Background: an optimization exercise with open tools, aiming at small area and a short achievable clock period. Do not read the settings as production practice.
RTL that was checked went through simulation tests only; none was proved equivalent to the original.
Only the layout flow was run in runs 1 and 3; the RTL was not checked for function there.
Power figures rest on the tool's default switching activity, not on a simulated workload.

==> flow/design.v, too long to show whole: its modules and the start of the top module <==
// module kernelRegs: 48 lines
// module windowBuffer: 42 lines
// module convMac: 2310 lines
// module fullAdder: 10 lines
// module maxPool: 55 lines
// module gtCompare: 147 lines
// module gtNodeP: 11 lines
// module gtNodeN: 11 lines
// module convPoolLayer: 56 lines
module convPoolLayer (
    input  logic               clock,
    input  logic               rstN,
    input  logic               pixValid,
    input  cnnPkg::pixelT      pixData,
    input  logic               coefValid,
    input  cnnPkg::coefWriteT  coefWr,
    output logic               poolValid,
    output cnnPkg::poolSampleT poolOut
);
  // ...
==> flow/run.sh <==
#!/bin/bash
# synth_recipe.tcl (not shown) runs the flow's synth.tcl, then flattens the netlist and writes it again
# the make line also repeats each setting of config.mk as NAME=value (left out here)
make -C /OpenROAD-flow-scripts/flow DESIGN_CONFIG=/design/flow/config.mk WORK_HOME=/design/flow/orfs CLKGATE_MAP_FILE= SYNTH_SCRIPT=/design/flow/synth_recipe.tcl finish
==> flow/config.mk <==
export PLATFORM = sky130hd
export DESIGN_NAME = convPoolLayer
export DESIGN_NICKNAME = convPoolLayer
export VERILOG_FILES = /design/flow/design.v
export SDC_FILE = /design/flow/constraint.sdc
export NUM_CORES = 4
export LEC_CHECK = 0
export CAP_MARGIN = 20
export CORE_MARGIN = 2
export CORE_UTILIZATION = 65
export CTS_CLUSTER_DIAMETER = 80
export CTS_CLUSTER_SIZE = 20
export SETUP_SLACK_MARGIN = 4.0
export SLEW_MARGIN = 20
export SYNTH_HIERARCHICAL = 1
==> flow/constraint.sdc <==
create_clock -name core_clock -period 6.5 [get_ports {clock}]
set_input_delay 1.3000 -clock core_clock [delete_from_list [all_inputs] [get_ports {clock}]]
set_output_delay 1.3000 -clock core_clock [all_outputs]
set_load 0.01 [all_outputs]
==> impl_metrics.csv, run 1 <==
group,metric,value,unit
cells_and_area,largestRegisters,"uWindowBuffer.shift (152), uKernelRegs.wenc (108), uMaxPool.pairQ (38)",
timing,slew-limit-headroom,24.1,%
placed_design,gp_congestion,0.948,
route,wl_met1,31700,um
clocking,post_cts_buffers,8,
route,met2WireLength,36200,um
yosys,synth_nets,2621,
setup_path,r2r-start,"uMaxPool.other[5]$_DFFE_PP_",
cells_and_area,multi_input_area_share,45.3,%
cells_and_area,largest_register_ffs,152,
cells_and_area,stdcell_area,33800,um2
route,drt-wirelength-per-cell,27.3,um
global_route,antenna_found_initial,6,
power_and_ir_drop,p_comb_share,52.9,%
timing,hold_viol_final,0,
setup_path,cp_cell_sequence,"inv_2 -> ha_4 -> a21oi_4 -> o21ai_2 -> a21oi_4 -> o21ai_4 -> a211o_4 -> mux2_4 -> mux2_4",
yosys,syn-cell-area,31700,um2
outcome,status,"finished clean",
cells_and_area,multi_input_comb_cells,1325,
floorplan,num_io_pins,49,
route,routed-via-count,17297,
clocking,clock_latency,0.58,ns
cells_and_area,multi_input_area,15300,um2
min_path,hold_start,"uConvMac.s2r169$_DFF_P_",
power_and_ir_drop,total_power,20.5,mW
timing,slew_viol_final,0,
setup_path,crit_start,"uMaxPool.other[5]$_DFFE_PP_",
global_route,globalRouteMet3Util,6.15,%
setup_path,r2r_slack,3.93,ns
floorplan,dieArea,50500,um2
setup_path,cpPeakStageDelay,0.43,ns
clocking,cts_buffer_depth,3,
timing,rsz0062_at_grt,"true",
floorplan,start_util,66.1,%
yosys,syn_inst,2215,
==> module maxPool, before the edit <==
module maxPool (
    input  logic        clock,
    input  logic        rstN,
    input  logic        convValid,
    input  logic [18:0] conv,
    output logic        poolValid,
    output logic [23:0] poolOut
);
    logic [2:0] convRow;
    logic [2:0] convCol;
    logic signed [18:0] other;
    logic signed [18:0] pairQ [2];
    logic signed [18:0] value;
    logic               takeValue;
    logic signed [18:0] best;
    logic [3:0]         poolPos;
    assign value     = conv;
    gtCompare uGreater (
        .a     (value),
        .b     (other),
        .first (!convRow[0] && !convCol[0]),
        .gt    (takeValue)
    );
    assign best      = takeValue ? value : other;
    always_ff @(posedge clock or negedge rstN) begin
        if (!rstN) begin
            convRow   <= '0;
            convCol   <= '0;
            poolValid <= 1'b0;
        end else begin
            poolValid <= convValid && convRow[0] && convCol[0];
            if (convValid) begin
                if (convCol == 3'd5) begin
                    convCol <= '0;
                    convRow <= (convRow == 3'd5) ? 3'd0 : convRow + 1'b1;
                end else begin
                    convCol <= convCol + 1'b1;
                end
            end
        end
    end
    always_ff @(posedge clock) begin
        if (convValid) begin
            if (!convCol[0]) begin
                other <= best;
            end else begin
                other    <= pairQ[1];
                pairQ[0] <= best;
                pairQ[1] <= pairQ[0];
            end
        end
        poolPos <= {convRow[2:1], convCol[2:1]};
    end
    assign poolOut = {pairQ[0][18], pairQ[0], poolPos};
endmodule
==> module gtCompare, before the edit <==
module gtCompare (
    input  logic [18:0] a,
    input  logic [18:0] b,
    input  logic        first,
    output logic        gt
);
    logic g0_0;
    logic e0_0;
    logic g0_1;
    logic e0_1;
    logic g0_2;
    logic e0_2;
    logic g0_3;
    logic e0_3;
    logic g0_4;
    logic e0_4;
    logic g0_5;
    logic e0_5;
    logic g0_6;
    logic e0_6;
    logic g0_7;
    logic e0_7;
    logic g0_8;
    logic e0_8;
    logic g0_9;
    logic e0_9;
    logic g0_10;
    logic e0_10;
    logic g0_11;
    logic e0_11;
    logic g0_12;
    logic e0_12;
    logic g0_13;
    logic e0_13;
    logic g0_14;
    logic e0_14;
    logic g0_15;
    logic e0_15;
    logic g0_16;
    logic e0_16;
    logic g0_17;
    logic e0_17;
    logic g0_18;
    logic e0_18;
    logic g1_0;
    logic e1_0;
    logic g1_1;
    logic e1_1;
    logic g1_2;
    logic e1_2;
    logic g1_3;
    logic e1_3;
    logic g1_4;
    logic e1_4;
    logic g1_5;
    logic e1_5;
    logic g1_6;
    logic e1_6;
    logic g1_7;
    logic e1_7;
    logic g1_8;
    logic e1_8;
    logic g1_9;
    logic e1_9;
    logic g2_0;
    logic e2_0;
    logic g2_1;
    logic e2_1;
    logic g2_2;
    logic e2_2;
    logic g2_3;
    logic e2_3;
    logic g2_4;
    logic e2_4;
    logic g3_0;
    logic e3_0;
    logic g3_1;
    logic e3_1;
    logic g3_2;
    logic e3_2;
    logic g4_0;
    logic e4_0;
    logic g4_1;
    logic e4_1;
    assign g0_0 = a[0] & ~b[0];
    assign e0_0 = ~(a[0] ^ b[0]);
    assign g0_1 = a[1] & ~b[1];
    assign e0_1 = ~(a[1] ^ b[1]);
    assign g0_2 = a[2] & ~b[2];
    assign e0_2 = ~(a[2] ^ b[2]);
    assign g0_3 = a[3] & ~b[3];
    assign e0_3 = ~(a[3] ^ b[3]);
    assign g0_4 = a[4] & ~b[4];
    assign e0_4 = ~(a[4] ^ b[4]);
    assign g0_5 = a[5] & ~b[5];
    assign e0_5 = ~(a[5] ^ b[5]);
    assign g0_6 = a[6] & ~b[6];
    assign e0_6 = ~(a[6] ^ b[6]);
    assign g0_7 = a[7] & ~b[7];
    assign e0_7 = ~(a[7] ^ b[7]);
    assign g0_8 = a[8] & ~b[8];
    assign e0_8 = ~(a[8] ^ b[8]);
    assign g0_9 = a[9] & ~b[9];
    assign e0_9 = ~(a[9] ^ b[9]);
    assign g0_10 = a[10] & ~b[10];
    assign e0_10 = ~(a[10] ^ b[10]);
    assign g0_11 = a[11] & ~b[11];
    assign e0_11 = ~(a[11] ^ b[11]);
    assign g0_12 = a[12] & ~b[12];
    assign e0_12 = ~(a[12] ^ b[12]);
    assign g0_13 = a[13] & ~b[13];
    assign e0_13 = ~(a[13] ^ b[13]);
    assign g0_14 = a[14] & ~b[14];
    assign e0_14 = ~(a[14] ^ b[14]);
    assign g0_15 = a[15] & ~b[15];
    assign e0_15 = ~(a[15] ^ b[15]);
    assign g0_16 = a[16] & ~b[16];
    assign e0_16 = ~(a[16] ^ b[16]);
    assign g0_17 = a[17] & ~b[17];
    assign e0_17 = ~(a[17] ^ b[17]);
    assign g0_18 = ~a[18] & b[18];
    assign e0_18 = ~(a[18] ^ b[18]);
    gtNodeP uN1_0 (.gh(g0_1), .eh(e0_1), .gl(g0_0), .el(e0_0), .g(g1_0), .e(e1_0));
    gtNodeP uN1_1 (.gh(g0_3), .eh(e0_3), .gl(g0_2), .el(e0_2), .g(g1_1), .e(e1_1));
    gtNodeP uN1_2 (.gh(g0_5), .eh(e0_5), .gl(g0_4), .el(e0_4), .g(g1_2), .e(e1_2));
    gtNodeP uN1_3 (.gh(g0_7), .eh(e0_7), .gl(g0_6), .el(e0_6), .g(g1_3), .e(e1_3));
    gtNodeP uN1_4 (.gh(g0_9), .eh(e0_9), .gl(g0_8), .el(e0_8), .g(g1_4), .e(e1_4));
    gtNodeP uN1_5 (.gh(g0_11), .eh(e0_11), .gl(g0_10), .el(e0_10), .g(g1_5), .e(e1_5));
    gtNodeP uN1_6 (.gh(g0_13), .eh(e0_13), .gl(g0_12), .el(e0_12), .g(g1_6), .e(e1_6));
    gtNodeP uN1_7 (.gh(g0_15), .eh(e0_15), .gl(g0_14), .el(e0_14), .g(g1_7), .e(e1_7));
    gtNodeP uN1_8 (.gh(g0_17), .eh(e0_17), .gl(g0_16), .el(e0_16), .g(g1_8), .e(e1_8));
    assign g1_9 = ~g0_18;
    assign e1_9 = ~e0_18;
    gtNodeN uN2_0 (.gh(g1_1), .eh(e1_1), .gl(g1_0), .el(e1_0), .g(g2_0), .e(e2_0));
    gtNodeN uN2_1 (.gh(g1_3), .eh(e1_3), .gl(g1_2), .el(e1_2), .g(g2_1), .e(e2_1));
    gtNodeN uN2_2 (.gh(g1_5), .eh(e1_5), .gl(g1_4), .el(e1_4), .g(g2_2), .e(e2_2));
    gtNodeN uN2_3 (.gh(g1_7), .eh(e1_7), .gl(g1_6), .el(e1_6), .g(g2_3), .e(e2_3));
    gtNodeN uN2_4 (.gh(g1_9), .eh(e1_9), .gl(g1_8), .el(e1_8), .g(g2_4), .e(e2_4));
    gtNodeP uN3_0 (.gh(g2_1), .eh(e2_1), .gl(g2_0), .el(e2_0), .g(g3_0), .e(e3_0));
    gtNodeP uN3_1 (.gh(g2_3), .eh(e2_3), .gl(g2_2), .el(e2_2), .g(g3_1), .e(e3_1));
    assign g3_2 = ~g2_4;
    assign e3_2 = ~e2_4;
    gtNodeN uN4_0 (.gh(g3_1), .eh(e3_1), .gl(g3_0), .el(e3_0), .g(g4_0), .e(e4_0));
    assign g4_1 = ~g3_2;
    assign e4_1 = ~e3_2;
    assign gt = first | g4_1 | (e4_1 & g4_0);
endmodule
==> inputs of run 2 (changes only) <==
--- a/flow/design.v
+++ b/flow/design.v
@@ -2475,8 +2475,9 @@
     assign value     = conv;
+    logic               greater;
     gtCompare uGreater (
-        .a     (value),
-        .b     (other),
-        .first (!convRow[0] && !convCol[0]),
-        .gt    (takeValue)
+        .a  (value),
+        .b  (other),
+        .gt (greater)
     );
+    assign takeValue = greater || (!convRow[0] && !convCol[0]);
     assign best      = takeValue ? value : other;
@@ -2516,3 +2517,2 @@
     input  logic [18:0] b,
-    input  logic        first,
     output logic        gt
@@ -2597,2 +2597,4 @@
     logic e4_1;
+    logic g5_0;
+    logic e5_0;
     assign g0_0 = a[0] & ~b[0];
@@ -2658,3 +2660,4 @@
     assign e4_1 = ~e3_2;
-    assign gt = first | g4_1 | (e4_1 & g4_0);
+    gtNodeP uN5_0 (.gh(g4_1), .eh(e4_1), .gl(g4_0), .el(e4_0), .g(g5_0), .e(e5_0));
+    assign gt = ~g5_0;
 endmodule
==> run 2 against run 1 <==
  * Still clean on timing, DRC and antenna
  * Clock skew increased by 0.0040 ns
  * Maximum frequency increased by 1.9%
  * Clock power decreased by 2%
  * Global-route usage decreased by 0.15 points
  * Via count increased by 1.5%
  * Clock-buffer cell count decreased by 2
  * Synthesized cell count increased by 2.0%
  * Critical path depth increased by 3
  * Critical path type unchanged
  * Largest power group unchanged
==> impl_metrics.csv, run 2 <==
group,metric,value,unit
route,drc,0,
timing,hold_viol_final,0,
route,viasPerCell,6.13,
cells_and_area,instances_no_fill,2864,
yosys,syn_area_per_cell,14.1,um2
timing,fin_crit_sh,38.7,%
timing,period_needed,2.52,ns
clocking,cts_buffers,39,
floorplan,die_y,225,um
yosys,synth_nets,2665,
cells_and_area,final_cell_mix,"340 x fa_1, 334 x xnor2_1, 293 x dfxtp_1, 252 x a22oi_1, 209 x edfxtp_1",
floorplan,num_io_pins,49,
timing,finalClockSkew,0.0261,ns
setup_path,crit_start,"uMaxPool.other[5]$_DFFE_PP_",
yosys,syn-cell-area,31800,um2
route,routed-via-count,17556,
cells_and_area,area_growth,6.23,%
global_route,grt_pass1_wl,115000,um
outcome,status,"finished clean",
cells_and_area,nets,2621,
floorplan,design.core.area,48600,um2
power_and_ir_drop,vdd_drop_max,0.313,mV
timing,rsz0062_at_grt,"true",
clocking,cts_buffer_depth,3,
min_path,hp-class,"flop to flop",
setup_path,cp_max_fo,6,
cells_and_area,largest_register_ffs,152,
timing,tns,0,ns
setup_path,critPathCaptureType,"flop",
clocking,clock_latency,0.59,ns
placed_design,placedCellCount,2781,
floorplan,dieArea,50800,um2
global_route,grt_pass1_vias,18183,
yosys,syn_inst,2259,
setup_path,reg2reg_depth,12,
min_path,hold_start,"uConvMac.s2r169$_DFF_P_",
clocking,clock_sinks,637,
job,drv_cap,0,
timing,hold_ws,0.332,ns
route,antenna_left,0,
setup_path,r2r-start,"uMaxPool.other[5]$_DFFE_PP_",
power_and_ir_drop,p_leak,12.6,nW
timing,fmax,397,MHz
placed_design,dp_hpwl,57800,um
route,drt-wirelength-per-cell,27.0,um
cells_and_area,drive_gt1_share,14.1,%
cells_and_area,largestRegisters,"uWindowBuffer.shift (152), uKernelRegs.wenc (108), uMaxPool.pairQ (38)",
clocking,htreeDepth,2,
global_route,antenna_found_initial,4,
setup_path,critPathCapture,"uMaxPool.other[0]$_DFFE_PP_",
setup_path,rr_endpoint,"uMaxPool.other[0]$_DFFE_PP_",
global_route,gr-total-overflow,0,
cells_and_area,largest_register,"uWindowBuffer.shift",
floorplan,die_x,225,um
timing,worst_slew_pin_slew,1.18,ns
cells_and_area,final_core_util,69.5,%
timing,slew-limit-headroom,21.1,%
timing,setup_viol,0,
setup_path,r2r_slack,3.98,ns
floorplan,start_util,65.5,%
clocking,cts_tree,"built",
timing,slew_viol_final,0,
power_and_ir_drop,total_power,20.1,mW
global_route,grt-busiest-layer,"met2",
global_route,use_met2,48.5,%
setup_path,critPathKind,"flop to flop",
power_and_ir_drop,power_density,594,nW/um2
route,drt_pass1_iterations,6,
floorplan,row_count,81,
cells_and_area,nFillCells,3438,
route,routed_wl,77500,um
route,dr.first_iter.drc_count,1754,
yosys,synth_warnings,13,
cells_and_area,final_common_cell,"fa_1",
setup_path,startpoint_type,"flop",
clocking,path_clk_slew,0.08,ns
global_route,globalRouteMet3Util,7.77,%
clocking,holdBufCountCts,0,
global_route,grt.met1_usage,43.6,%
clocking,cts-root-buf,"clkbuf_16",
placed_design,gp_congestion,0.934,
global_route,grt.total_usage,31.7,%
placed_design,portBuffers,48,
global_route,grt_max_degree,99,
setup_path,worstPathArrival,2.84,ns
setup_path,critical_path_required,6.82,ns
run 2: final cells by class:
type                    count  area [um2]  share of cell area (%)
inverters                 101         379                    1.12
clock buffers              61        1130                    3.35
clock inverters             6        45.0                   0.133
flip-flops and latches    637       15500                    45.9
well taps                 622         778                    2.30
repair buffers             75         629                    1.86
diodes                      1        2.50                 0.00740
multi-input cells        1361       15300                    45.4
run 2: per-layer routing:
metal | wire length, um | part of all wire (%)
met5 | 0 | 0
met4 | 3650 | 4.7
met3 | 6340 | 8.2
met2 | 35900 | 46
met1 | 31600 | 41
run 2: how the worst min path moves through the flow:
stage	depth (start not counted)	endpoint	slack, ns
after floorplan	0	uConvMac.s3r229$_DFF_P_	0.31
after global placement	0	uConvMac.s3r231$_DFF_P_	0.31
after detailed placement	0	uConvMac.s3r230$_DFF_P_	0.32
after CTS	0	uConvMac.s3r230$_DFF_P_	0.34
after global routing	0	uConvMac.s3r230$_DFF_P_	0.34
final	0	uConvMac.s3r230$_DFF_P_	0.33
run 2: where the power goes:
part / total [mW] / switching (mW) / internal (mW) / leakage, nW
combinational: 10.5 / 5.64 / 4.83 / 5.88
sequential: 7.09 / 1.25 / 5.84 / 6.19
clock: 2.52 / 1.30 / 1.22 / 0.573
total: 20.1 / 8.19 / 11.9 / 12.6
run 2: stage by stage:
step	area, um2	worst slack [ns]
4_1_cts	33800	3.83
3_3_place_gp	32600	3.40
6_report	33800	3.98
5_1_grt	33800	3.85
2_1_floorplan	31800	4.28
3_5_place_dp	32600	3.43
run 2: worst max-delay path: stages (launching register included):
cell      delay (ns)
edfxtp_1        0.39
inv_1           0.07
ha_1            0.25
a21oi_2         0.19
o21ai_2         0.08
a21oi_2         0.19
o21ai_2         0.10
a21oi_2         0.15
inv_1           0.06
and2b_4         0.33
buf_12          0.16
mux2i_2         0.21
o21ai_1         0.09
run 2: timing repair:
item                                    CTS  global route
resized for setup                        89            13
gates cloned                              1             0
buffers inserted                         12             2
pin swaps                                 2             8
endpoints found under the setup margin   52            47
==> module kernelRegs, before the edit <==
module kernelRegs (
    input  logic         clock,
    input  logic         rstN,
    input  logic         coefValid,
    input  logic [11:0]  coefWr,
    output logic [107:0] wenc,
    output logic [7:0]   bias
);
    logic        wrValid;
    logic [11:0] wr;
    logic [11:0] wrEnc;
    always_ff @(posedge clock or negedge rstN) begin
        if (!rstN) begin
            wrValid <= 1'b0;
        end else begin
            wrValid <= coefValid;
        end
    end
    always_ff @(posedge clock) begin
        wr <= coefWr;
    end
    always_comb begin
        for (int d = 0; d < 4; d++) begin
            logic b2, b1, b0;
            b2 = wr[2*d+1];
            b1 = wr[2*d];
            b0 = (d == 0) ? 1'b0 : wr[2*d-1];
            wrEnc[3*d]   = b1 ^ b0;
            wrEnc[3*d+1] = (b2 & ~b1 & ~b0) | (~b2 & b1 & b0);
            wrEnc[3*d+2] = b2 & ~(b1 & b0);
        end
    end
    always_ff @(posedge clock or negedge rstN) begin
        if (!rstN) begin
            wenc <= '0;
            bias <= '0;
        end else if (wrValid) begin
            for (int i = 0; i < 9; i++) begin
                if (wr[11:8] == 4'(i)) begin
                    wenc[12*i +: 12] <= wrEnc;
                end
            end
            if (wr[11:8] == 4'd9) begin
                bias <= wr[7:0];
            end
        end
    end
endmodule
==> module windowBuffer, before the edit <==
module windowBuffer (
    input  logic        clock,
    input  logic        rstN,
    input  logic        pixValid,
    input  logic [7:0]  pixData,
    output logic        winValid,
    output logic [71:0] pix
);
    logic [2:0] rowCnt;
    logic [2:0] colCnt;
    logic [7:0] shift [19];
    always_ff @(posedge clock or negedge rstN) begin
        if (!rstN) begin
            rowCnt   <= '0;
            colCnt   <= '0;
            winValid <= 1'b0;
        end else begin
            winValid <= pixValid && rowCnt >= 3'd2 && colCnt >= 3'd2;
            if (pixValid) begin
                colCnt <= colCnt + 1'b1;
                if (colCnt == 3'd7) begin
                    rowCnt <= rowCnt + 1'b1;
                end
            end
        end
    end
    always_ff @(posedge clock) begin
        if (pixValid) begin
            shift[0] <= pixData;
            for (int k = 1; k < 19; k++) begin
                shift[k] <= shift[k-1];
            end
        end
    end
    always_comb begin
        for (int kr = 0; kr < 3; kr++) begin
            for (int kc = 0; kc < 3; kc++) begin
                pix[8*(3*kr+kc) +: 8] = shift[8*(2-kr) + (2-kc)];
            end
        end
    end
endmodule
==> inputs of run 3 (changes only) <==
--- a/flow/design.v
+++ b/flow/design.v
@@ -56,12 +56,4 @@
     logic [11:0] wrEnc;
-    always_ff @(posedge clock or negedge rstN) begin
-        if (!rstN) begin
-            wrValid <= 1'b0;
-        end else begin
-            wrValid <= coefValid;
-        end
-    end
-    always_ff @(posedge clock) begin
-        wr <= coefWr;
-    end
+    assign wrValid = coefValid;
+    assign wr      = coefWr;
     always_comb begin
@@ -79,4 +71,9 @@
         if (!rstN) begin
-            wenc <= '0;
             bias <= '0;
+            for (int i = 0; i < 9; i++) begin
+                for (int d = 0; d < 4; d++) begin
+                    wenc[12*i + 3*d]     <= 1'b0;
+                    wenc[12*i + 3*d + 1] <= 1'b0;
+                end
+            end
         end else if (wrValid) begin
@@ -84,3 +81,6 @@
                 if (wr[11:8] == 4'(i)) begin
-                    wenc[12*i +: 12] <= wrEnc;
+                    for (int d = 0; d < 4; d++) begin
+                        wenc[12*i + 3*d]     <= wrEnc[3*d];
+                        wenc[12*i + 3*d + 1] <= wrEnc[3*d + 1];
+                    end
                 end
@@ -92,2 +92,13 @@
     end
+    always_ff @(posedge clock) begin
+        if (wrValid) begin
+            for (int i = 0; i < 9; i++) begin
+                if (wr[11:8] == 4'(i)) begin
+                    for (int d = 0; d < 4; d++) begin
+                        wenc[12*i + 3*d + 2] <= wrEnc[3*d + 2];
+                    end
+                end
+            end
+        end
+    end
 endmodule
@@ -120,5 +131,13 @@
     end
+    logic shiftNext;
+    always_ff @(posedge clock or negedge rstN) begin
+        if (!rstN) begin
+            shiftNext <= 1'b0;
+        end else begin
+            shiftNext <= pixValid;
+        end
+    end
     always_ff @(posedge clock) begin
-        if (pixValid) begin
-            shift[0] <= pixData;
+        shift[0] <= pixData;
+        if (shiftNext) begin
             for (int k = 1; k < 19; k++) begin
@@ -2471,7 +2490,6 @@
     logic signed [18:0] value;
-    logic               takeValue;
-    logic signed [18:0] best;
-    logic [3:0]         poolPos;
-    assign value     = conv;
     logic               greater;
+    logic               takeOther;
+    logic [3:0]         poolPos;
+    assign value = conv;
     gtCompare uGreater (
@@ -2481,4 +2499,3 @@
     );
-    assign takeValue = greater || (!convRow[0] && !convCol[0]);
-    assign best      = takeValue ? value : other;
+    assign takeOther = convValid && (convCol[0] || !convRow[0] || greater);
     always_ff @(posedge clock or negedge rstN) begin
@@ -2501,10 +2518,8 @@
     always_ff @(posedge clock) begin
-        if (convValid) begin
-            if (!convCol[0]) begin
-                other <= best;
-            end else begin
-                other    <= pairQ[1];
-                pairQ[0] <= best;
-                pairQ[1] <= pairQ[0];
-            end
+        if (takeOther) begin
+            other <= convCol[0] ? pairQ[1] : value;
+        end
+        if (convValid && convCol[0]) begin
+            pairQ[0] <= greater ? value : other;
+            pairQ[1] <= pairQ[0];
         end
==> run 3 against run 2 <==
  * Clock-buffer cell count down 2
  * Clock power down 4%
  * Design area down 2.3%
  * Cell count down 3.5%
  * Sequential share of layout area up 0.68 points
  * Maximum frequency down 1.3%
  * Synthesized cell count down 4.1%
  * Register-to-register slack better by 0.06 ns
  * Hold slack about the same
==> impl_metrics.csv, run 3 <==
group,metric,value,unit
outcome,status,"finished clean",
route,dr.first_iter.drc_count,1944,
timing,finalWorstSetupSlack,3.95,ns
min_path,hp-class,"flop to flop",
cells_and_area,drive_gt1_share,13.5,%
cells_and_area,area_growth,6.45,%
global_route,grt_max_degree,76,
cells_and_area,stdcell_area,33000,um2
floorplan,die_x,223,um
global_route,antenna_found_initial,2,
clocking,path_clk_slew,0.08,ns
global_route,grt_pass1_vias,17743,
route,drc,0,
clocking,cts-root-buf,"clkbuf_16",
setup_path,cpPeakStageDelay,0.51,ns
timing,slew-limit-headroom,32.3,%
floorplan,start_util,65.4,%
yosys,syn_inst,2166,
timing,period_needed,2.55,ns
timing,slew_viol_final,0,
route,drt_pass1_iterations,8,
timing,hold_viol_final,0,
clocking,cts_tree,"built",
timing,hold_ws,0.332,ns
floorplan,die_y,223,um
cells_and_area,seq_area,15400,um2
route,viasPerCell,6.19,
job,drv_cap,0,
cells_and_area,largest_register,"uWindowBuffer.shift",
cells_and_area,multi_input_area,14800,um2
placed_design,gp_congestion,0.977,
setup_path,cp_cell_sequence,"clkdlybuf4s50_1 -> or3b_1 -> or3_4 -> mux2_1",
setup_path,cp_max_fo,9,
cells_and_area,final_common_cell,"fa_1",
global_route,grt.total_usage,32.7,%
setup_path,critPathTopFamily,"simple AND/OR/NAND/NOR gates",
yosys,syn-cell-area,31000,um2
setup_path,slowest_stage,"clkdlybuf4s50_1",
floorplan,design.core.area,47400,um2
route,antenna_left,0,
floorplan,row_count,80,
power_and_ir_drop,power_density,520,nW/um2
cells_and_area,nFillCells,3331,
setup_path,r2r-start,"uWindowBuffer.shift[10][6]$_DFFE_PP_",
placed_design,portBuffers,48,
route,drt-wirelength-per-cell,28.1,um
cells_and_area,nets,2529,
timing,worst_slew_pin_slew,1.02,ns
placed_design,dp_slack,3.16,ns
timing,rsz0062_at_grt,"true",
setup_path,startpoint_type,"input port",
cells_and_area,final_cell_mix,"340 x fa_1, 333 x xnor2_1, 289 x dfxtp_1, 252 x a22oi_1, 237 x edfxtp_1",
floorplan,num_io_pins,49,
route,routed-via-count,17118,
setup_path,worstPathArrival,3.03,ns
route,routed_wl,77700,um
cells_and_area,largestRegisters,"uWindowBuffer.shift (152), uKernelRegs.wenc (108), uMaxPool.pairQ (38)",
setup_path,critPathKind,"input port to flop",
global_route,grt_pass1_wl,117000,um
setup_path,critical_path_required,6.98,ns
clocking,cts_buffers,38,
cells_and_area,largest_register_ffs,152,
clocking,htreeDepth,2,
setup_path,worstPathBufferInverterCount,1,
clocking,holdBufCountCts,0,
timing,fin_crit_sh,39.3,%
setup_path,crit_start,"coefValid",
timing,setup_viol,0,
timing,tns,0,ns
floorplan,dieArea,49500,um2
power_and_ir_drop,total_power,17.2,mW
yosys,synth_nets,2573,
global_route,gr-total-overflow,0,
timing,finalClockSkew,0.0387,ns
power_and_ir_drop,p_leak,12.4,nW
min_path,hold_start,"uConvMac.s2r169$_DFF_P_",
timing,fmax,392,MHz
clocking,cts_buffer_depth,3,
clocking,clock_latency,0.60,ns
placed_design,place_area,31800,um2
setup_path,critPathCaptureType,"flop",
placed_design,dp_hpwl,59900,um
yosys,synth_warnings,13,
power_and_ir_drop,vdd_drop_max,0.224,mV
clocking,clock_sinks,625,
yosys,syn_area_per_cell,14.3,um2
-- run 3: changes by cell type in the layout (fill, tap and decap cells not counted), moves of 6 or more --
cell	change
nand2_1	-21
inv_1	+6
dfrtp_1	-38
mux2i_1	-16
mux2_2	-19
o21ai_0	-9
buf_4	-12
o21ai_1	-11
edfxtp_1	+28
-- run 3: path summary, 6_finish.rpt --
check | to | cells past startpoint | slack, ns
max in group asynchronous | uWindowBuffer.shiftNext$_DFF_PN0_ | 2 | 4.31
hold / removal | uConvMac.s3r230$_DFF_P_ | 0 | 0.33
setup reg to reg | uConvMac.s1r158$_DFF_P_ | 4 | 4.04
setup / recovery | uKernelRegs.wenc[4]$_DFFE_PN0P_ | 4 | 3.95
min in group asynchronous | uKernelRegs.wenc[21]$_DFFE_PN0P_ | 1 | 0.66
hold reg to reg | uConvMac.s3r230$_DFF_P_ | 0 | 0.33
-- run 3: per-layer routing --
layer	share of wire, %	global-route usage (%)	vias to the layer above
li1	-	-	7244
met1	40	45.8	8904
met2	46	50.5	817
met3	8.1	5.71	153
met4	5.4	15.2	0
met5	0	0	-
-- run 3: timing repair --
item | CTS | global route
resized for setup | 107 | 16
pin swaps | 1 | 9
cloned | 1 | 0
setup endpoints to repair | 168 | 150
buffers inserted | 10 | 2
-- run 3: layout make-up --
cell class	instances	share of cell area, %
flip-flops and latches	625	46.6
multi-input cells	1285	44.9
well taps	615	2.33
clock buffers	59	3.21
diodes	1	0.00757
clock inverters	7	0.170
repair buffers	63	1.58
repair inverters	1	0.0227
inverters	108	1.24
-- run 3: where the power goes --
group | switching, mW | internal [mW] | total, mW
logic | 4.18 | 3.71 | 7.88
clock network | 1.29 | 1.14 | 2.43
registers | 1.20 | 5.69 | 6.88
total | 6.66 | 10.5 | 17.2
-- run 3: per-stage QoR --
step                std cells  utilization (%)
finish                   2764             69.7
global route             2763             69.7
global placement         2684             66.9
detailed placement       2684             66.9
CTS                      2761             69.4
floorplan                2166                -
-- run 3: worst register-to-register path, cell delays in order, from the launching register on --
cell	delay, ns
edfxtp_1	0.62
a22oi_1	0.16
xnor2_1	0.48
fa_1	0.54
fa_1	0.49
==> inputs of run 4 (changes only) <==
--- a/flow/design.v
+++ b/flow/design.v
@@ -56,4 +56,12 @@
     logic [11:0] wrEnc;
-    assign wrValid = coefValid;
-    assign wr      = coefWr;
+    always_ff @(posedge clock or negedge rstN) begin
+        if (!rstN) begin
+            wrValid <= 1'b0;
+        end else begin
+            wrValid <= coefValid;
+        end
+    end
+    always_ff @(posedge clock) begin
+        wr <= coefWr;
+    end
     always_comb begin
@@ -131,13 +139,5 @@
     end
-    logic shiftNext;
-    always_ff @(posedge clock or negedge rstN) begin
-        if (!rstN) begin
-            shiftNext <= 1'b0;
-        end else begin
-            shiftNext <= pixValid;
-        end
-    end
     always_ff @(posedge clock) begin
-        shift[0] <= pixData;
-        if (shiftNext) begin
+        if (pixValid) begin
+            shift[0] <= pixData;
             for (int k = 1; k < 19; k++) begin
--- a/flow/config.mk
+++ b/flow/config.mk
@@ -9,5 +9,6 @@
 export CORE_MARGIN = 2
-export CORE_UTILIZATION = 65
+export CORE_UTILIZATION = 75
 export CTS_CLUSTER_DIAMETER = 80
 export CTS_CLUSTER_SIZE = 20
+export PLACE_DENSITY = 0.72
 export SETUP_SLACK_MARGIN = 4.0
==> run 4 against run 3 <==
  * Clock skew is 0.020 ns lower
  * Critical path type is now flop to primary output
  * Sequential share of layout area is 0.57 points higher
  * Area after synthesis is 1.0% higher
  * Maximum frequency is 0.79% lower
  * Register-to-register slack hardly changed
  * Die area is 12% lower
  * Clock power is 6% higher
  * Worst setup slack worse by 0.020 ns
  * Flip-flop and latch count is 12 higher
  * Via count is 2.9% higher
  * Critical endpoint is now poolOut[22]
  * Still clean
==> impl_metrics.csv, run 4 <==
group,metric,value,unit
cells_and_area,drive_gt1_share,13.2,%
yosys,synth_warnings,13,
timing,slew_viol_final,0,
min_path,hold_end,"uConvMac.s3r230$_DFF_P_",
cells_and_area,largest_register_ffs,152,
floorplan,start_util,76.5,%
cells_and_area,nets,2546,
cells_and_area,final_common_cell,"fa_1",
global_route,grt_pass1_vias,18371,
global_route,grt_pass1_wl,116000,um
min_path,hp-class,"flop to flop",
timing,setup_viol,0,
cells_and_area,area_growth,6.24,%
min_path,hold_start,"uConvMac.s2r169$_DFF_P_",
yosys,synth_nets,2585,
timing,hold_ws,0.332,ns
clocking,cts_tree,"built",
route,drt_pass1_iterations,6,
power_and_ir_drop,p_leak,12.6,nW
route,routed_wl,77600,um
global_route,antenna_found_initial,4,
timing,tns,0,ns
route,antenna_left,0,
global_route,gr-total-overflow,0,
global_route,grt.total_usage,37.2,%
placed_design,portBuffers,48,
clocking,cts_buffers,40,
cells_and_area,largestRegisters,"uWindowBuffer.shift (152), uKernelRegs.wenc (108), uMaxPool.pairQ (38)",
cells_and_area,stdcell_area,33300,um2
job,drv_cap,0,
placed_design,dp_hpwl,56400,um
route,drt-wirelength-per-cell,28.7,um
floorplan,dieArea,43500,um2
setup_path,r2r-start,"uMaxPool.other[1]$_DFFE_PP_",
setup_path,startpoint_type,"flop",
timing,finalClockSkew,0.0185,ns
yosys,syn-cell-area,31400,um2
power_and_ir_drop,power_density,532,nW/um2
yosys,syn_inst,2178,
min_path,holdPathStages,0,
timing,period_needed,2.57,ns
setup_path,r2r_slack,4.04,ns
floorplan,die_x,209,um
placed_design,gp_congestion,0.991,
yosys,syn_area_per_cell,14.4,um2
setup_path,cp_max_fo,2,
cells_and_area,nFillCells,2207,
timing,hold_viol_final,0,
setup_path,critPathCaptureType,"primary output",
outcome,status,"finished clean",
route,dr.first_iter.drc_count,2227,
clocking,clock_sinks,637,
setup_path,critical_path_required,5.20,ns
cells_and_area,largest_register,"uWindowBuffer.shift",
floorplan,row_count,74,
route,drc,0,
timing,rsz0062_at_grt,"true",
setup_path,critPathKind,"flop to primary output",
placed_design,place_area,32000,um2
clocking,cts-root-buf,"clkbuf_16",
floorplan,num_io_pins,49,
global_route,grt_max_degree,96,
power_and_ir_drop,vdd_drop_max,0.378,mV
clocking,path_clk_slew,0.08,ns
route,viasPerCell,6.52,
setup_path,rr_endpoint,"uMaxPool.pairQ[0][3]$_DFFE_PP_",
timing,fmax,389,MHz
clocking,htreeDepth,2,
timing,slew-limit-headroom,21.0,%
cells_and_area,final_cell_mix,"340 x fa_1, 333 x xnor2_1, 293 x dfxtp_1, 252 x a22oi_1, 245 x edfxtp_1",
setup_path,reg2reg_depth,10,
setup_path,worstPathArrival,1.27,ns
floorplan,design.core.area,41000,um2
route,routed-via-count,17609,
floorplan,die_y,209,um
timing,worst_slew_pin_slew,1.18,ns
clocking,cts_buffer_depth,3,
timing,fin_crit_sh,39.6,%
clocking,holdBufCountCts,0,
clocking,clock_latency,0.59,ns
[run 4: power by group]
group,internal (mW),switching (mW)
clock,1.25,1.33
combinational,3.82,4.30
sequential,5.77,1.25
total,10.8,6.88
[run 4: final cells by class]
cell class / count / area (um2) / share of cell area, %
clock inverters: 6 / 71.3 / 0.214
repair inverters: 1 / 7.51 / 0.0225
diodes: 2 / 5.00 / 0.0150
repair buffers: 66 / 553 / 1.66
clock buffers: 64 / 1150 / 3.47
multi-input cells: 1285 / 14800 / 44.3
inverters: 108 / 409 / 1.23
well taps: 532 / 666 / 2.00
flip-flops and latches: 637 / 15700 / 47.1
[run 4: repair_timing]
item,in CTS,in global routing
gates cloned,1,0
endpoints found under the setup margin,127,40
gates resized for setup,96,6
buffers inserted,12,1
pin swaps,8,4
[run 4: worst max-delay path by stage]
stage               slack (ns)                       startpoint                     endpoint  cells after the start
floorplan                 4.08     uMaxPool.other[15]$_DFFE_PP_  uMaxPool.other[0]$_DFFE_PP_                     11
global route              3.90  uMaxPool.pairQ[0][18]$_DFFE_PP_                  poolOut[22]                      2
detailed placement        3.24      uMaxPool.other[1]$_DFFE_PP_  uMaxPool.other[2]$_DFFE_PP_                     10
CTS                       3.90  uMaxPool.pairQ[0][18]$_DFFE_PP_                  poolOut[22]                      2
finish                    3.93  uMaxPool.pairQ[0][18]$_DFFE_PP_                  poolOut[22]                      2
global placement          3.09      uMaxPool.other[3]$_DFFE_PP_  uMaxPool.other[2]$_DFFE_PP_                     10
[run 4: critical path, stage by stage (launching register included)]
cell and delay, ns:
edfxtp_1 0.43, buf_6 0.15, buf_6 0.11
[run 4: metrics by stage]
step | instances | power (mW) | worst slack, ns | util (%)
floorplan | 2178 | 11.7 | 4.08 | -
global placement | 2615 | 14.2 | 3.09 | 78.0
detailed placement | 2615 | 14.8 | 3.24 | 78.1
CTS | 2698 | 17.7 | 3.90 | 81.2
global route | 2699 | 18.8 | 3.90 | 81.2
finish | 2701 | 17.7 | 3.93 | 81.2
[run 4: per-layer routing]
metal / up-vias / global-route usage (%) / wire, um
met5: - / 0 / 26
met4: 4 / 17.9 / 4140
met3: 194 / 6.69 / 7290
met2: 1004 / 59.8 / 37300
met1: 9098 / 49.9 / 28900
li1: 7309 / - / -
==> inputs of run 5 (changes only) <==
--- a/flow/config.mk
+++ b/flow/config.mk
@@ -9,7 +9,6 @@
 export CORE_MARGIN = 2
-export CORE_UTILIZATION = 75
+export CORE_UTILIZATION = 65
 export CTS_CLUSTER_DIAMETER = 80
 export CTS_CLUSTER_SIZE = 20
-export PLACE_DENSITY = 0.72
-export SETUP_SLACK_MARGIN = 4.0
+export SETUP_SLACK_MARGIN = 4.1
 export SLEW_MARGIN = 20
==> run 5 against run 4 <==
  * Design area grew 1.0%
  * Clock skew grew 0.0051 ns
  * Register-to-register slack lost 0.07 ns
  * Critical path type is now flop to flop
==> impl_metrics.csv, run 5 <==
group,metric,value,unit
power_and_ir_drop,p_leak,12.7,nW
global_route,grt.total_usage,31.4,%
placed_design,gp_congestion,0.917,
timing,setup_viol,0,
cells_and_area,largestRegisters,"uWindowBuffer.shift (152), uKernelRegs.wenc (108), uMaxPool.pairQ (38)",
placed_design,placedCellCount,2698,
outcome,status,"finished clean",
setup_path,critPathKind,"flop to flop",
power_and_ir_drop,power.share.sequential,39.7,%
route,viasPerCell,6.07,
placed_design,dp_slack,3.17,ns
timing,slew_viol_final,0,
yosys,synth_warnings,13,
cells_and_area,largest_register_ffs,152,
floorplan,die_y,224,um
power_and_ir_drop,p_comb_share,45.8,%
route,drt-wirelength-per-cell,27.3,um
placed_design,dp_hpwl,56600,um
clocking,clock_latency,0.59,ns
setup_path,critPathCaptureType,"flop",
route,routed-via-count,16996,
cells_and_area,instances_no_fill,2800,
clocking,cts_buffers,40,
placed_design,portBuffers,48,
clocking,cts_buffer_depth,3,
route,drt_pass1_iterations,6,
global_route,gr-total-overflow,0,
cells_and_area,nets,2563,
yosys,syn_area_per_cell,14.4,um2
timing,finalClockSkew,0.0236,ns
timing,worst_slew_pin_slew,1.18,ns
power_and_ir_drop,power_density,522,nW/um2
timing,tns,0,ns
floorplan,start_util,65.8,%
power_and_ir_drop,netSwitchingFraction,38.1,%
clocking,path_clk_slew,0.08,ns
power_and_ir_drop,switching_power,6.69,mW
clocking,cts-root-buf,"clkbuf_16",
floorplan,die_x,224,um
cells_and_area,largest_register,"uWindowBuffer.shift",
floorplan,row_count,80,
global_route,grt_pass1_wl,112000,um
global_route,grt_max_degree,94,
timing,fin_crit_sh,39.0,%
route,drc,0,
route,dr.first_iter.drc_count,1781,
cells_and_area,area_growth,7.30,%
global_route,grt_pass1_vias,17407,
clocking,cts_tree,"built",
yosys,syn_inst,2178,
timing,hold_viol_final,0,
power_and_ir_drop,p_clk_share,14.5,%
power_and_ir_drop,vdd_drop_max,0.222,mV
clocking,htreeDepth,2,
setup_path,startpoint_type,"flop",
clocking,clock_sinks,637,
timing,finalWorstSetupSlack,3.97,ns
cells_and_area,final_cell_mix,"340 x fa_1, 330 x xnor2_1, 293 x dfxtp_1, 251 x a22oi_1, 245 x edfxtp_1",
floorplan,num_io_pins,49,
clocking,holdBufCountCts,0,
timing,rsz0062_at_grt,"true",
power_and_ir_drop,p_int,10.9,mW
timing,fmax,395,MHz
yosys,syn-cell-area,31400,um2
cells_and_area,final_common_cell,"fa_1",
yosys,synth_nets,2585,
route,antenna_left,0,
timing,period_needed,2.53,ns
global_route,antenna_found_initial,6,
setup_path,critical_path_required,6.80,ns
timing,slew-limit-headroom,21.3,%
floorplan,design.core.area,47600,um2
setup_path,worstPathArrival,2.83,ns
setup_path,cp_max_fo,5,
route,routed_wl,76300,um
floorplan,dieArea,50000,um2
job,drv_cap,0,
min_path,hp-class,"flop to flop",
cells_and_area,drive_gt1_share,14.8,%
## run 5: cell types whose count changed in the layout (fill, tap and decap cells not counted), sizes merged
cell | previous run | this run
buf | 41 | 60
clkbuf | 64 | 61
clkdlybuf4s15 | 2 | 0
diode | 2 | 3
dlygate4sd2 | 2 | 0
inv | 110 | 113
## run 5: worst paths after layout
| check | from | endpoint | slack [ns] | depth (start not counted) |
|---|---|---|---|---|
| hold reg to reg | uConvMac.s2r170$_DFF_P_ | uConvMac.s3r231$_DFF_P_ | 0.33 | 0 |
| setup reg to reg | uMaxPool.other[3]$_DFFE_PP_ | uMaxPool.other[18]$_DFFE_PP_ | 3.97 | 12 |
| hold / removal | uConvMac.s2r170$_DFF_P_ | uConvMac.s3r231$_DFF_P_ | 0.33 | 0 |
| setup / recovery | uMaxPool.other[3]$_DFFE_PP_ | uMaxPool.other[18]$_DFFE_PP_ | 3.97 | 12 |
| min in group asynchronous | rstN | uKernelRegs.bias[3]$_DFFE_PN0P_ | 0.78 | 1 |
| max in group asynchronous | rstN | uKernelRegs.wenc[84]$_DFFE_PN0P_ | 4.52 | 2 |
## run 5: layer usage
| metal | vias to the layer above | GRT usage, % | share of wire [%] |
|---|---|---|---|
| li1 | 7349 | - | - |
| met4 | 4 | 11.4 | 4.2 |
| met3 | 141 | 8.38 | 8.5 |
| met1 | 8782 | 42.7 | 40 |
| met2 | 720 | 49.4 | 47 |
| met5 | - | 0 | 0.028 |
## run 5: power groups by stage
| stage | clock network [mW] | logic, mW | registers (mW) |
|---|---|---|---|
| after global routing | 2.74 | 9.04 | 7.11 |
| after global placement | 0 | 7.47 | 6.99 |
| after CTS | 2.60 | 7.94 | 6.96 |
| final | 2.55 | 8.05 | 6.97 |
| after floorplan | 0 | 5.27 | 6.40 |
| after detailed placement | 0 | 7.70 | 7.04 |
## run 5: cell type report
cell class	instances	area (um2)
clock buffers	59	1130
well taps	615	769
flip-flops and latches	637	15700
repair inverters	1	7.51
diodes	3	7.51
clock inverters	9	68.8
inverters	108	409
repair buffers	83	728
fillers	3262	14000
multi-input cells	1285	14800
## run 5: repair_timing
item                       4_1_cts  5_1_grt
gates cloned                     2        2
setup endpoints to repair      129      133
resized for setup              112       17
pin swaps                        7        6
setup buffers                   10       17
## run 5: through the flow
step,util [%],total power [mW],hold WS [ns],area [um2]
after floorplan,-,11.7,0.310,31400
after global placement,67.4,14.5,0.314,32100
after detailed placement,67.4,14.7,0.319,32100
after CTS,70.1,17.5,0.335,33400
after global routing,70.6,18.9,0.344,33600
final,70.6,17.6,0.331,33700
## run 5: worst max-delay path, cell delays in order, from the launching register on
cell,delay [ns]
edfxtp_1,0.39
inv_2,0.06
ha_4,0.27
nand2_1,0.05
o21ai_2,0.20
a21oi_2,0.12
o21ai_2,0.24
a21oi_4,0.11
clkinvlp_4,0.12
buf_6,0.11
nor2_4,0.04
a21boi_4,0.31
clkbuf_16,0.23
==> inputs of run 6 (changes only) <==
--- a/flow/config.mk
+++ b/flow/config.mk
@@ -12,3 +12,3 @@
 export CTS_CLUSTER_SIZE = 20
-export SETUP_SLACK_MARGIN = 4.1
+export SETUP_SLACK_MARGIN = 3.9
 export SLEW_MARGIN = 20
==> run 6 against run 5 <==
  * Largest power group unchanged
  * Core utilization decreased by 0.48 points
  * Sequential share of layout area increased by 0.32 points
  * Critical endpoint is now poolOut[17]
  * Combinational power decreased by 2.7%
  * Hold slack improved by 0.0054 ns
  * Clock-buffer cell count increased by 1
  * Flip-flop and latch count unchanged
  * Global-route usage increased by 0.19 points
  * First-iteration DRC count decreased by 5.4%
  * Highest routed layer is now met4
  * Worst setup slack got worse by 0.025 ns
  * Total power decreased by 1.3%
  * Non-clock buffer count decreased by 20
  * Via count decreased by 0.78%
==> impl_metrics.csv, run 6 <==
group,metric,value,unit
outcome,status,"finished clean",
setup_path,cp_cell_sequence,"dlygate4sd2_1",
route,routed_wl,75500,um
power_and_ir_drop,vdd_drop_max,0.288,mV
yosys,synth_nets,2585,
cells_and_area,area_growth,6.57,%
job,drv_cap,0,
setup_path,critPathCaptureType,"primary output",
timing,fin_crit_sh,39.4,%
route,drc,0,
clocking,path_clk_slew,0.08,ns
yosys,syn_area_per_cell,14.4,um2
clocking,cts_buffer_depth,3,
setup_path,r2r-start,"uMaxPool.other[3]$_DFFE_PP_",
min_path,holdPathStages,0,
timing,slew_viol_final,0,
setup_path,worstPathArrival,1.26,ns
global_route,grt_max_degree,96,
timing,period_needed,2.56,ns
power_and_ir_drop,power_density,519,nW/um2
cells_and_area,final_cell_mix,"340 x fa_1, 333 x xnor2_1, 293 x dfxtp_1, 252 x a22oi_1, 245 x edfxtp_1",
cells_and_area,multi_input_area,14700,um2
clocking,htreeDepth,2,
cells_and_area,seq_area,15700,um2
yosys,syn_inst,2178,
floorplan,dieArea,50000,um2
cells_and_area,nets,2543,
timing,worst_slew_pin_slew,1.23,ns
setup_path,reg2reg_depth,10,
setup_path,critPathTopFamily,"flip-flops",
timing,fmax,391,MHz
min_path,hold_start,"uConvMac.s2r228$_DFF_P_",
route,viasPerCell,6.07,
cells_and_area,largest_register,"uWindowBuffer.shift",
timing,hold_ws,0.336,ns
setup_path,crit_start,"uMaxPool.pairQ[0][13]$_DFFE_PP_",
timing,setup_viol,0,
cells_and_area,final_core_util,70.2,%
cells_and_area,drive_gt1_share,12.2,%
cells_and_area,final_common_cell,"fa_1",
floorplan,design.core.area,47600,um2
floorplan,num_io_pins,49,
timing,slew-limit-headroom,17.7,%
global_route,grt_pass1_vias,17633,
min_path,hp-class,"flop to flop",
floorplan,die_x,224,um
cells_and_area,largestRegisters,"uWindowBuffer.shift (152), uKernelRegs.wenc (108), uMaxPool.pairQ (38)",
power_and_ir_drop,p_leak,12.6,nW
clocking,clock_sinks,637,
placed_design,gp_congestion,0.940,
setup_path,cpPeakStageDelay,0.39,ns
route,drt_pass1_iterations,6,
global_route,gr-total-overflow,0,
setup_path,cp_max_fo,2,
route,drt-wirelength-per-cell,27.2,um
placed_design,dp_hpwl,56500,um
floorplan,start_util,65.8,%
timing,rsz0062_at_grt,"false",
placed_design,portBuffers,48,
global_route,antenna_found_initial,3,
route,dr.first_iter.drc_count,1684,
setup_path,startpoint_type,"flop",
timing,hold_viol_final,0,
yosys,syn-cell-area,31400,um2
floorplan,die_y,224,um
cells_and_area,antennaDiodeCount,0,
global_route,grt_pass1_wl,114000,um
timing,finalClockSkew,0.0192,ns
setup_path,worstPathBufferInverterCount,1,
clocking,cts-root-buf,"clkbuf_16",
clocking,clock_latency,0.59,ns
yosys,synth_warnings,13,
timing,tns,0,ns
setup_path,critical_path_depth,1,
placed_design,placedCellCount,2698,
cells_and_area,largest_register_ffs,152,
route,antenna_left,0,
floorplan,row_count,80,
setup_path,slowest_stage,"edfxtp_1",
route,routed-via-count,16863,
setup_path,critPathKind,"flop to primary output",
global_route,grt.total_usage,31.6,%
clocking,cts_buffers,40,
cells_and_area,instances_no_fill,2777,
cells_and_area,nFillCells,3248,
setup_path,critical_path_required,5.20,ns
clocking,cts_tree,"built",
## run 6: changes by cell type in the layout (fill, tap and decap cells not counted), sizes merged, moves of 2 or more
cell           before  now
buf                60   20
clkinv              3    5
diode               3    0
inv               113  110
dlygate4sd2         0    8
clkdlybuf4s15       0   14
## run 6: worst paths after layout
check                           slack (ns)                          endpoint
worst max-delay path                  3.94                       poolOut[17]
worst min-delay path                  0.34           uConvMac.s3r257$_DFF_P_
worst max register to register        4.04   uMaxPool.pairQ[0][12]$_DFFE_PP_
worst min register to register        0.34           uConvMac.s3r257$_DFF_P_
max in group asynchronous             4.50  uKernelRegs.wenc[36]$_DFFE_PN0P_
min in group asynchronous             0.79   uKernelRegs.bias[2]$_DFFE_PN0P_
## run 6: area by class of cell
class | instances | share of cell area (%)
Clock buffer | 60 | 3.41
Clock inverter | 8 | 0.213
Inverter | 108 | 1.22
Multi-Input combinational cell | 1285 | 44.1
Sequential cell | 637 | 47.0
Tap cell | 615 | 2.30
Timing Repair Buffer | 63 | 1.78
Timing Repair inverter | 1 | 0.0225
## run 6: power breakdown
part / switching, mW / internal [mW] / total (mW)
Clock: 1.33 / 1.24 / 2.57
Combinational: 4.10 / 3.73 / 7.83
Sequential: 1.17 / 5.77 / 6.95
## run 6: what timing repair did
item | in CTS | in global routing
setup endpoints to repair | 63 | 110
pin swaps | 1 | 0
setup buffers | 6 | 4
gates cloned | 1 | 0
hold buffers | 0 | 0
hold endpoints to repair | 0 | 0
resized for setup | 44 | 9
## run 6: layer usage
metal,track usage (%),up-vias,wire length (um)
li1,-,7304,-
met3,6.52,110,6160
met1,44.2,8748,31100
met4,11.2,0,2740
met5,0,-,0
met2,50.0,701,35500
## run 6: through the flow
stage	instance area, um2	setup slack, ns	total power, mW
2_1_floorplan	31400	4.08	11.7
3_3_place_gp	32100	3.03	14.5
3_5_place_dp	32100	3.22	14.8
4_1_cts	33400	3.90	17.4
5_1_grt	33400	3.89	18.7
6_report	33400	3.94	17.3
==> inputs of run 7 (changes only) <==
--- a/flow/config.mk
+++ b/flow/config.mk
@@ -12,4 +12,5 @@
 export CTS_CLUSTER_SIZE = 20
-export SETUP_SLACK_MARGIN = 3.9
+export SETUP_SLACK_MARGIN = 4.0
 export SLEW_MARGIN = 20
 export SYNTH_HIERARCHICAL = 1
+export TNS_END_PERCENT = 30
==> run 7 against run 6 <==
  * Clock power barely moved
  * Flip-flop and latch count is the same
  * Clock-buffer cell count is the same
  * Die area is the same
  * Sequential power barely moved
  * Sequential share of layout area is 0.15 points higher
  * Synthesized cell count unchanged
  * Worst setup slack better by 0.011 ns
  * Critical path type unchanged
  * Largest power group unchanged
  * Via count up 0.22%
  * Area after synthesis unchanged
  * Cell count down 0.18%
==> impl_metrics.csv, run 7 <==
group,metric,value,unit
cells_and_area,area_growth,6.23,%
setup_path,startpoint_type,"flop",
cells_and_area,largest_register,"uWindowBuffer.shift",
outcome,status,"finished clean",
setup_path,cp_max_fo,2,
power_and_ir_drop,total_power,17.3,mW
route,drc,0,
route,routed_wl,75400,um
route,drt_pass1_iterations,7,
clocking,clock_latency,0.59,ns
power_and_ir_drop,vdd_drop_max,0.289,mV
min_path,hp-class,"flop to flop",
timing,tns,0,ns
setup_path,critPathKind,"flop to primary output",
setup_path,r2r_slack,4.00,ns
yosys,syn_inst,2178,
cells_and_area,largest_register_ffs,152,
yosys,syn_area_per_cell,14.4,um2
clocking,cts-root-buf,"clkbuf_16",
setup_path,reg2reg_depth,9,
floorplan,start_util,65.8,%
cells_and_area,antennaDiodeCount,0,
setup_path,rr_endpoint,"uMaxPool.pairQ[0][14]$_DFFE_PP_",
setup_path,worstPathBufferInverterCount,1,
global_route,globalRouteMet3Util,6.52,%
global_route,grt_pass1_wl,113000,um
timing,slew-limit-headroom,19.1,%
cells_and_area,seq_area,15700,um2
route,drt-wirelength-per-cell,27.2,um
setup_path,slowest_stage,"edfxtp_1",
clocking,cts_buffers,40,
floorplan,die_y,224,um
setup_path,critPathCapture,"poolOut[18]",
yosys,synth_nets,2585,
timing,finalClockSkew,0.0188,ns
timing,fmax,392,MHz
placed_design,portBuffers,48,
route,viasPerCell,6.10,
floorplan,row_count,80,
cells_and_area,final_common_cell,"fa_1",
timing,fin_crit_sh,39.2,%
clocking,cts_tree,"built",
clocking,clock_sinks,637,
floorplan,dieArea,50000,um2
timing,setup_viol,0,
cells_and_area,multi_input_area,14700,um2
timing,period_needed,2.55,ns
global_route,grt.met1_usage,44.2,%
setup_path,worstPathArrival,1.25,ns
global_route,grt-busiest-layer,"met2",
cells_and_area,largestRegisters,"uWindowBuffer.shift (152), uKernelRegs.wenc (108), uMaxPool.pairQ (38)",
floorplan,design.core.area,47600,um2
cells_and_area,nets,2538,
power_and_ir_drop,p_leak,12.6,nW
timing,rsz0062_at_grt,"true",
cells_and_area,final_cell_mix,"340 x fa_1, 333 x xnor2_1, 293 x dfxtp_1, 252 x a22oi_1, 245 x edfxtp_1",
clocking,htreeDepth,2,
cells_and_area,drive_gt1_share,12.7,%
timing,worst_slew_pin_slew,1.21,ns
route,dr.first_iter.drc_count,1636,
global_route,grt.total_usage,31.6,%
timing,slew_viol_final,0,
floorplan,num_io_pins,49,
yosys,syn-cell-area,31400,um2
route,routed-via-count,16900,
setup_path,crit_start,"uMaxPool.pairQ[0][14]$_DFFE_PP_",
global_route,gr-total-overflow,0,
setup_path,cpPeakStageDelay,0.38,ns
setup_path,critPathCaptureType,"primary output",
setup_path,critical_path_depth,1,
power_and_ir_drop,power_density,519,nW/um2
global_route,use_met2,49.9,%
timing,hold_viol_final,0,
clocking,cts_buffer_depth,3,
global_route,grt_max_degree,96,
yosys,synth_warnings,13,
job,drv_cap,0,
placed_design,gp_congestion,0.940,
floorplan,die_x,224,um
cells_and_area,nFillCells,3258,
global_route,grt_pass1_vias,17608,
placed_design,dp_hpwl,56500,um
setup_path,cp_cell_sequence,"dlygate4sd2_1",
global_route,antenna_found_initial,3,
route,antenna_left,0,
cells_and_area,final_core_util,69.9,%
setup_path,critPathTopFamily,"flip-flops",
setup_path,critical_path_required,5.20,ns
setup_path,r2r-start,"uMaxPool.other[3]$_DFFE_PP_",
clocking,path_clk_slew,0.08,ns
[run 7: through the flow]
| step | cell area (um2) | std cells | hold WS [ns] | worst slack, ns |
|---|---|---|---|---|
| floorplan | 31400 | 2178 | 0.310 | 4.08 |
| global placement | 32100 | 2698 | 0.312 | 3.03 |
| detailed placement | 32100 | 2698 | 0.315 | 3.22 |
| CTS | 33300 | 2772 | 0.339 | 3.74 |
| global route | 33300 | 2772 | 0.344 | 3.87 |
| finish | 33300 | 2772 | 0.336 | 3.95 |
[run 7: layout make-up]
type                       count  area share, %
timing repair buffer          58           1.48
inverter                     108           1.23
tap                          615           2.31
sequential                   637           47.1
timing repair inverter         1         0.0225
clock buffer                  60           3.42
multi-input combinational   1285           44.2
clock inverter                 8          0.214
[run 7: worst min-delay path by stage]
stage                                    to               startpoint  cells after the start
CTS                 uConvMac.s3r230$_DFF_P_  uConvMac.s2r169$_DFF_P_                      0
detailed placement  uConvMac.s3r230$_DFF_P_  uConvMac.s2r169$_DFF_P_                      0
global route        uConvMac.s3r257$_DFF_P_  uConvMac.s2r228$_DFF_P_                      0
global placement    uConvMac.s3r231$_DFF_P_  uConvMac.s2r170$_DFF_P_                      0
floorplan           uConvMac.s3r229$_DFF_P_  uConvMac.s2r168$_DFF_P_                      0
finish              uConvMac.s3r257$_DFF_P_  uConvMac.s2r228$_DFF_P_                      0
[run 7: where the power goes]
part | total, mW | switching, mW | internal [mW]
logic | 7.77 | 4.09 | 3.69
clock network | 2.57 | 1.33 | 1.24
registers | 6.95 | 1.17 | 5.77
[run 7: timing repair]
item / in CTS / in global routing
setup endpoints to repair: 127 / 111
pin swaps: 1 / 0
buffers inserted: 5 / 0
hold buffers: 0 / 0
gates resized for setup: 82 / 4
cloned: 1 / 0
[run 7: metal layers]
metal	share of wire, %	vias to the layer above
met5	0	-
met4	3.7	0
met3	8.0	113
met2	47	681
met1	41	8805
li1	-	7301
==> inputs of run 8 (changes only) <==
--- a/flow/config.mk
+++ b/flow/config.mk
@@ -15,2 +15 @@
 export SYNTH_HIERARCHICAL = 1
-export TNS_END_PERCENT = 30
==> run 8 against run 7 <==
  * Sequential power about the same
  * Non-clock buffer count increased by 4
  * Total power increased by 0.37%
  * Flip-flop and latch count unchanged
  * Core utilization increased by 0.084 points
  * Hold slack about the same
  * Clock power about the same
  * Critical path depth unchanged
  * Cell count increased by 0.14%
==> impl_metrics.csv, run 8 <==
group,metric,value,unit
outcome,status,"finished clean",
setup_path,startpoint_type,"flop",
global_route,grt_max_degree,96,
floorplan,num_io_pins,49,
power_and_ir_drop,p_leak,12.6,nW
yosys,syn_area_per_cell,14.4,um2
timing,rsz0062_at_grt,"true",
timing,setup_viol,0,
global_route,gr-total-overflow,0,
route,drt_pass1_iterations,8,
cells_and_area,largest_register,"uWindowBuffer.shift",
job,drv_cap,0,
setup_path,critical_path_required,5.20,ns
yosys,syn-cell-area,31400,um2
setup_path,worstPathBufferInverterCount,1,
cells_and_area,nFillCells,3262,
setup_path,worstPathArrival,1.18,ns
route,routed-via-count,16929,
placed_design,place_area,32100,um2
global_route,grt.total_usage,31.6,%
route,dr.first_iter.drc_count,1769,
cells_and_area,area_growth,6.36,%
route,antenna_left,0,
floorplan,die_y,224,um
timing,tns,0,ns
route,drt-wirelength-per-cell,27.2,um
global_route,grt_pass1_vias,17615,
cells_and_area,final_common_cell,"fa_1",
placed_design,placedCellCount,2698,
placed_design,dp_hpwl,56500,um
global_route,antenna_found_initial,3,
clocking,clock_sinks,637,
cells_and_area,stdcell_area,33400,um2
clocking,cts_buffers,40,
timing,slew_viol_final,0,
timing,fmax,403,MHz
placed_design,portBuffers,48,
power_and_ir_drop,vdd_drop_max,0.288,mV
floorplan,row_count,80,
clocking,clock_latency,0.59,ns
power_and_ir_drop,power_density,520,nW/um2
min_path,hp-class,"flop to flop",
cells_and_area,final_cell_mix,"340 x fa_1, 333 x xnor2_1, 293 x dfxtp_1, 252 x a22oi_1, 245 x edfxtp_1",
setup_path,critPathTopFamily,"flip-flops",
cells_and_area,instances_no_fill,2776,
timing,hold_viol_final,0,
setup_path,critPathKind,"flop to primary output",
cells_and_area,drive_gt1_share,13.0,%
timing,worst_slew_pin_slew,1.22,ns
yosys,syn_inst,2178,
clocking,cts_buffer_depth,3,
setup_path,cpPeakStageDelay,0.43,ns
route,viasPerCell,6.10,
clocking,cts-root-buf,"clkbuf_16",
clocking,cts_tree,"built",
floorplan,design.core.area,47600,um2
floorplan,dieArea,50000,um2
global_route,grt_pass1_wl,114000,um
cells_and_area,nets,2542,
timing,fin_crit_sh,38.2,%
timing,slew-limit-headroom,18.5,%
route,routed_wl,75600,um
setup_path,cp_cell_sequence,"buf_2",
cells_and_area,antennaDiodeCount,0,
placed_design,gp_congestion,0.940,
floorplan,start_util,65.8,%
setup_path,slowest_stage,"edfxtp_1",
cells_and_area,largest_register_ffs,152,
timing,period_needed,2.48,ns
setup_path,critPathCaptureType,"primary output",
clocking,path_clk_slew,0.08,ns
floorplan,die_x,224,um
setup_path,cp_max_fo,2,
timing,finalClockSkew,0.0173,ns
yosys,synth_nets,2585,
cells_and_area,largestRegisters,"uWindowBuffer.shift (152), uKernelRegs.wenc (108), uMaxPool.pairQ (38)",
route,drc,0,
yosys,synth_warnings,13,
clocking,htreeDepth,2,
## run 8: cell type report
class	instances	area, um2	area share (%)
Clock buffer	60	1140	3.42
Multi-Input combinational cell	1285	14700	44.2
Timing Repair Buffer	62	524	1.57
Clock inverter	8	71.3	0.214
Sequential cell	637	15700	47.1
Inverter	108	409	1.23
Timing Repair inverter	1	7.51	0.0225
Tap cell	615	769	2.31
## run 8: final timing paths
check / startpoint / end / slack [ns] / cells after the start
max: uMaxPool.pairQ[0][4]$_DFFE_PP_ / poolOut[8] / 4.02 / 1
min: uConvMac.s2r228$_DFF_P_ / uConvMac.s3r257$_DFF_P_ / 0.34 / 0
max reg2reg: uMaxPool.other[3]$_DFFE_PP_ / uMaxPool.pairQ[0][5]$_DFFE_PP_ / 4.09 / 11
min reg2reg: uConvMac.s2r228$_DFF_P_ / uConvMac.s3r257$_DFF_P_ / 0.34 / 0
max in group asynchronous: rstN / uKernelRegs.wenc[36]$_DFFE_PN0P_ / 4.48 / 2
min in group asynchronous: rstN / uKernelRegs.bias[2]$_DFFE_PN0P_ / 0.80 / 1
## run 8: layer usage
metal / up-vias / global-route usage [%] / share of wire, %
met4: 0 / 11.2 / 3.6
li1: 7309 / - / -
met5: - / 0 / 0
met1: 8814 / 44.3 / 41
met3: 110 / 6.52 / 8.1
met2: 696 / 49.9 / 47
## run 8: where the power goes
group	internal, mW	switching, mW
registers	5.77	1.18
logic	3.73	4.10
clock network	1.24	1.33
total	10.7	6.61
## run 8: worst register-to-register path: cells and delay by family (launching register included)
family	cells	cell delay [ns]
AOI/OAI and AO/OA	5	0.81
buffers and inverters	4	0.46
DFF	1	0.39
muxes	1	0.27
adders and majority gates	1	0.24
## run 8: per-stage QoR
step | utilization, % | hold WS (ns) | power [mW] | worst slack (ns)
2_1_floorplan | - | 0.310 | 11.7 | 4.08
3_3_place_gp | 67.4 | 0.312 | 14.5 | 3.03
3_5_place_dp | 67.4 | 0.315 | 14.8 | 3.22
4_1_cts | 69.9 | 0.339 | 17.4 | 3.96
5_1_grt | 70.0 | 0.344 | 18.7 | 3.96
6_report | 70.0 | 0.336 | 17.4 | 4.02
## run 8: repair_timing
action	CTS	global route
gates resized for setup	91	4
buffers inserted	7	2
hold buffers	0	0
gates cloned	1	0
pin swaps	1	4
setup endpoints to repair	127	35

## what the ideal ports hide
The results above use ideal ports. As a check the final layouts listed here were re-extracted and re-timed, cells and wires unchanged.
Step 1 assumes that a clkbuf_16 drives the clock port and a buf_2 every other input.
Step 2 times the ports against the registers' clock, not the clock port: input delays grow and output delays shrink by t, the midpoint of the rising clock arrivals with the driver on.
a / b / c = ideal ports / drivers / drivers and shift; a / b = the first two.
run | t, ns | setup slack, ns | latest minus earliest clock arrival (ns) | worst register clock-pin slew, ns | cell pins on the clock port's net
run 1 | 0.627 | 3.935 / 3.935 / 3.542 | 0.032 / 0.032 | 0.09 / 0.09 | 1
run 2 | 0.643 | 3.982 / 3.948 / 3.569 | 0.026 / 0.026 | 0.09 / 0.09 | 1
run 3 | 0.636 | 3.949 / 3.939 / 3.348 | 0.040 / 0.040 | 0.09 / 0.09 | 1
run 4 | 0.643 | 3.928 / 3.868 / 3.483 | 0.023 / 0.023 | 0.09 / 0.09 | 1
run 5 | 0.638 | 3.966 / 3.948 / 3.636 | 0.025 / 0.024 | 0.08 / 0.08 | 1
run 6 | 0.639 | 3.940 / 3.880 / 3.514 | 0.021 / 0.021 | 0.08 / 0.08 | 1
run 7 | 0.639 | 3.952 / 3.891 / 3.506 | 0.022 / 0.022 | 0.08 / 0.08 | 1
run 8 | 0.639 | 4.018 / 3.957 / 3.508 | 0.020 / 0.019 | 0.09 / 0.09 | 1
After both steps setup and hold are still met in every run listed. For run 3, which loses most, drivers alone change the setup slack by -0.010 ns; drivers and shift together by -0.601 ns.
